This is an optimization exercise on Yosys and OpenROAD, whose aim is small area and a short achievable clock period, not a production implementation. In this exercise RTL edits were held to simulation tests only and were not proved equivalent to the original. No activity file was given, so power comes from the tool's default toggle rates.

old:
==> flow/design.v <==
package dq_pkg;
  localparam int FUNC_W = 3;
  localparam logic [FUNC_W-1:0] FUNC_PUSH_FRONT = 3'd0;
  localparam logic [FUNC_W-1:0] FUNC_PUSH_BACK  = 3'd1;
  localparam logic [FUNC_W-1:0] FUNC_POP_FRONT  = 3'd2;
  localparam logic [FUNC_W-1:0] FUNC_POP_BACK   = 3'd3;
  localparam logic [FUNC_W-1:0] FUNC_PEEK_FRONT = 3'd4;
  localparam logic [FUNC_W-1:0] FUNC_PEEK_BACK  = 3'd5;
  localparam logic [FUNC_W-1:0] FUNC_CLEAR      = 3'd6;
endpackage
module dq_cell #(
  parameter int DATA_WIDTH = 32
) (
  input  logic                  clk,
  input  logic                  we,
  input  logic [DATA_WIDTH-1:0] push_word,
  output logic [DATA_WIDTH-1:0] data
);
  always_ff @(posedge clk) begin
    if (we) begin
      data <= push_word;
    end
  end
endmodule
module double_ended_queue #(
  parameter int DEPTH      = 16,
  parameter int DATA_WIDTH = 32
) (
  input  logic clk,
  input  logic rst,
  input  logic s_tvalid,
  output logic s_tready,
  input  logic [((DATA_WIDTH+7)/8)*8-1:0] s_tdata,
  input  logic [dq_pkg::FUNC_W-1:0] s_tuser,
  output logic m_tvalid,
  input  logic m_tready,
  output logic [((DATA_WIDTH+3+$clog2(DEPTH+1)+7)/8)*8-1:0] m_tdata
);
  localparam int CNT_W     = $clog2(DEPTH + 1);
  localparam int PTR_W     = $clog2(DEPTH);
  localparam int RES_W     = DATA_WIDTH + 3 + CNT_W;
  localparam int M_TDATA_W = ((RES_W + 7) / 8) * 8;
  logic [dq_pkg::FUNC_W-1:0] func;
  logic                      accept;
  logic [CNT_W-1:0] count;
  logic [PTR_W-1:0] head;
  logic [PTR_W-1:0] tail;
  logic             empty;
  logic             full;
  logic             ok_q;
  logic             peek_front_q;
  logic             peek_back_q;
  logic [DEPTH-1:0] head_oh;
  logic [DEPTH-1:0] tail_oh;
  logic [DEPTH-1:0] we;
  logic [DEPTH-1:0] rsel;
  logic [DATA_WIDTH-1:0] mem [DEPTH];
  logic [DATA_WIDTH-1:0] peek_word;
  assign func     = s_tuser;
  assign s_tready = !m_tvalid || m_tready;
  assign accept   = s_tvalid && s_tready;
  assign empty = (count == '0);
  assign full  = (count == CNT_W'(DEPTH));
  always_comb begin
    for (int i = 0; i < DEPTH; i++) begin
      head_oh[i] = (head == PTR_W'(i));
      tail_oh[i] = (tail == PTR_W'(i));
    end
  end
  for (genvar i = 0; i < DEPTH; i++) begin : g_word
    assign we[i]   = !full && (head_oh[(i + 1) % DEPTH] || tail_oh[i]);
    assign rsel[i] = (peek_front_q && head_oh[i]) ||
                     (peek_back_q && tail_oh[(i + 1) % DEPTH]);
    dq_cell #(
      .DATA_WIDTH(DATA_WIDTH)
    ) u_cell (
      .clk      (clk),
      .we       (we[i]),
      .push_word(s_tdata[DATA_WIDTH-1:0]),
      .data     (mem[i])
    );
  end
  always_comb begin
    peek_word = '0;
    for (int i = 0; i < DEPTH; i++) begin
      peek_word = peek_word | (mem[i] & {DATA_WIDTH{rsel[i]}});
    end
  end
  always_ff @(posedge clk) begin
    if (rst) begin
      count    <= '0;
      tail     <= head;
      m_tvalid <= 1'b0;
    end else begin
      if (accept) begin
        case (func)
          dq_pkg::FUNC_PUSH_FRONT: begin
            if (!full) begin
              head  <= head - 1'b1;
              count <= count + 1'b1;
            end
          end
          dq_pkg::FUNC_PUSH_BACK: begin
            if (!full) begin
              tail  <= tail + 1'b1;
              count <= count + 1'b1;
            end
          end
          dq_pkg::FUNC_POP_FRONT: begin
            if (!empty) begin
              head  <= head + 1'b1;
              count <= count - 1'b1;
            end
          end
          dq_pkg::FUNC_POP_BACK: begin
            if (!empty) begin
              tail  <= tail - 1'b1;
              count <= count - 1'b1;
            end
          end
          dq_pkg::FUNC_CLEAR: begin
            tail  <= head;
            count <= '0;
          end
          default: ;
        endcase
      end
      if (accept) begin
        m_tvalid <= 1'b1;
      end else if (m_tready) begin
        m_tvalid <= 1'b0;
      end
    end
  end
  always_ff @(posedge clk) begin
    if (s_tready) begin
      case (func)
        dq_pkg::FUNC_PUSH_FRONT,
        dq_pkg::FUNC_PUSH_BACK:  ok_q <= !full;
        dq_pkg::FUNC_POP_FRONT,
        dq_pkg::FUNC_POP_BACK,
        dq_pkg::FUNC_PEEK_FRONT,
        dq_pkg::FUNC_PEEK_BACK,
        dq_pkg::FUNC_CLEAR:      ok_q <= !empty;
        default:                 ok_q <= 1'b0;
      endcase
      peek_front_q <= (func == dq_pkg::FUNC_PEEK_FRONT) && !empty;
      peek_back_q  <= (func == dq_pkg::FUNC_PEEK_BACK) && !empty;
    end
  end
  assign m_tdata = M_TDATA_W'({count, full, empty, peek_word, ok_q});
endmodule
Settings: LEC_CHECK=0, CAP_MARGIN=20, CORE_MARGIN=2, CORE_UTILIZATION=30, SLEW_MARGIN=20; clock period 4.5 ns.
run.sh (not shown) runs the stock make flow with config.mk's settings and CLKGATE_MAP_FILE= SYNTH_SCRIPT=/design/flow/synth_recipe.tcl, a recipe that flattens the netlist after the stock synthesis.
What new does differently from old at the input level:
- SETUP_SLACK_MARGIN now 2.0, previously not set
==> run summary <==
- Utilization: higher on new
- When the final numbers for old and new were put side by side, the maximum achievable frequency turned out to be greater in new.
- Against old, new comes in 13 points lower on post-route fraction of the period consumed by the critical path.
- Compared with old, in new global-route wire length before repair went up, power share of the combinational group picked up an extra 0.7 points, total number of vias climbed 600, number of antenna violations at the first check in global routing decreased 4.
- Comparing old and new, the higher smallest hold slack was measured on old.
- In the tables for old and new, clock period minus final worst setup slack reads lower with new.
- new vs old — combinational gate power climbed by more than 10%

========
Another version of the RTL of double_ended_queue (not shown whole).
Size in the first run: about 1200 cells after synthesis, ~81 I/O pins, about 22000 µm² of cells after synthesis.
==> flow/config.mk <==
export PLATFORM = sky130hd
export DESIGN_NAME = double_ended_queue
export DESIGN_NICKNAME = double_ended_queue
export VERILOG_FILES = /design/flow/design.v
export SDC_FILE = /design/flow/constraint.sdc
export NUM_CORES = 4
export LEC_CHECK = 0
export CAP_MARGIN = 0
export CORE_MARGIN = 2
export CORE_UTILIZATION = 30
export CTS_BUF_LIST = sky130_fd_sc_hd__clkbuf_8
export CTS_CLUSTER_DIAMETER = 45
export CTS_CLUSTER_SIZE = 16
export GPL_ROUTABILITY_DRIVEN = 0
export SETUP_SLACK_MARGIN = 2.27
export SLEW_MARGIN = 0
==> flow/constraint.sdc <==
create_clock -name core_clock -period 4.5 [get_ports {clk}]
set_input_delay 0.9000 -clock core_clock [delete_from_list [all_inputs] [get_ports {clk}]]
set_output_delay 0.9000 -clock core_clock [all_outputs]
set_load 0.01 [all_outputs]
standard.sh (not shown) runs the stock make flow with config.mk's settings and CLKGATE_MAP_FILE= SYNTH_SCRIPT=/design/flow/synth_recipe.tcl, a recipe that flattens the netlist after the stock synthesis.
==> flow/flow/run.sh <==
#!/bin/bash
cp standard.sh standard_sh.txt
export BUFFER_PORTS_ARGS="-buffer_cell sky130_fd_sc_hd__buf_2"
bash standard.sh > standard.log 2>&1
Edit:
GPL_ROUTABILITY_DRIVEN = not set   (was 0)
SETUP_SLACK_MARGIN = 2.3   (was 2.27)
Result:
- global-route usage rises by 0.18 points
- setup slack gets worse by 0.068 ns
- critical path depth is unchanged
- maximum frequency shrinks by about 3%
- clock power goes up by about 10%
- clock-buffer cell count is higher by 5
- clock skew rose by 0.0065 ns
- via count increases by 3.3%
- final cell count grows by 2.1%
- design area increases by about 2.7%
Edit:
SETUP_SLACK_MARGIN = 2.25   (was 2.3)
What happened: The new run passed the timing, DRC and antenna checks; wire length shrinks by 8.2%; cell area shrinks by 3.7%; count of clock-buffer cells in the layout shrinks by 7; synthesized cell count is unchanged; combinational power shrinks by 11%; sequential share of layout area grows by 2.6 points; first-iteration DRC count shrinks by 1.8%.
Edit:
SETUP_SLACK_MARGIN = 2.35   (was 2.25)
=>
- The changed run finished with timing, DRC and antenna clean
- power went up by 2.2%
- routed wire length went up by 12%
- area after synthesis is unchanged
- clock skew hardly moves
- cell area went up by 2.6%
- non-clock buffer count went up by 13
- core utilization went up by 0.90 points
- setup slack improved by 0.0049 ns
- sequential cell count is unchanged
- sequential power is about the same
- critical path depth went down by 2
Edit:
SETUP_SLACK_MARGIN = 2.27   (was 2.35)
The new run finished with timing, DRC and antenna clean.
Die area stays the same.
Maximum frequency goes up by about 4%.
Register-to-register slack improves by 0.13 ns.
Utilization goes down by 0.51 points.
Area after synthesis does not change.
First-iteration DRC count goes down by 26%.
Clock-buffer cell count goes up by 1.
Power hardly moves.

what the ideal ports hide:
The results above use ideal ports. As a check the final layouts listed here were re-extracted and re-timed, cells and wires unchanged. Step 1 assumes that a clkbuf_16 drives the clock port and a buf_2 every other input. Step 2 adds t to the input delays and takes it off the output delays; t is the mean of the earliest and latest rising clock arrival at the registers after step 1. Input paths then give back, and output paths get back, about the clock's delay inside the block. Slacks: ideal / step 1 / step 2; pairs: ideal / step 1.
run | t, ns | setup slack, ns | clock arrival spread, ns | worst slew at a driven data input, ns | pins driven straight from the clock port
old | 0.653 | 0.103 / 0.046 / 0.699 | 0.011 / 0.010 | 0.13 | 1
new | 0.654 | 0.688 / 0.630 / 1.284 | 0.018 / 0.018 | 0.10 | 1
the first run of note 2 | 0.733 | 2.254 / 2.214 / 1.559 | 0.052 / 0.052 | 0.09 | 1
the second run of note 2 | 0.734 | 2.186 / 2.140 / 1.587 | 0.062 / 0.061 | 0.11 | 1
the third run of note 2 | 0.707 | 2.161 / 2.162 / 1.492 | 0.052 / 0.051 | 0.09 | 1
the fourth run of note 2 | 0.726 | 2.166 / 2.109 / 1.568 | 0.044 / 0.043 | 0.10 | 1
the fifth run of note 2 | 0.733 | 2.254 / 2.214 / 1.559 | 0.052 / 0.052 | 0.09 | 1
After both steps setup and hold are still met in every run listed.
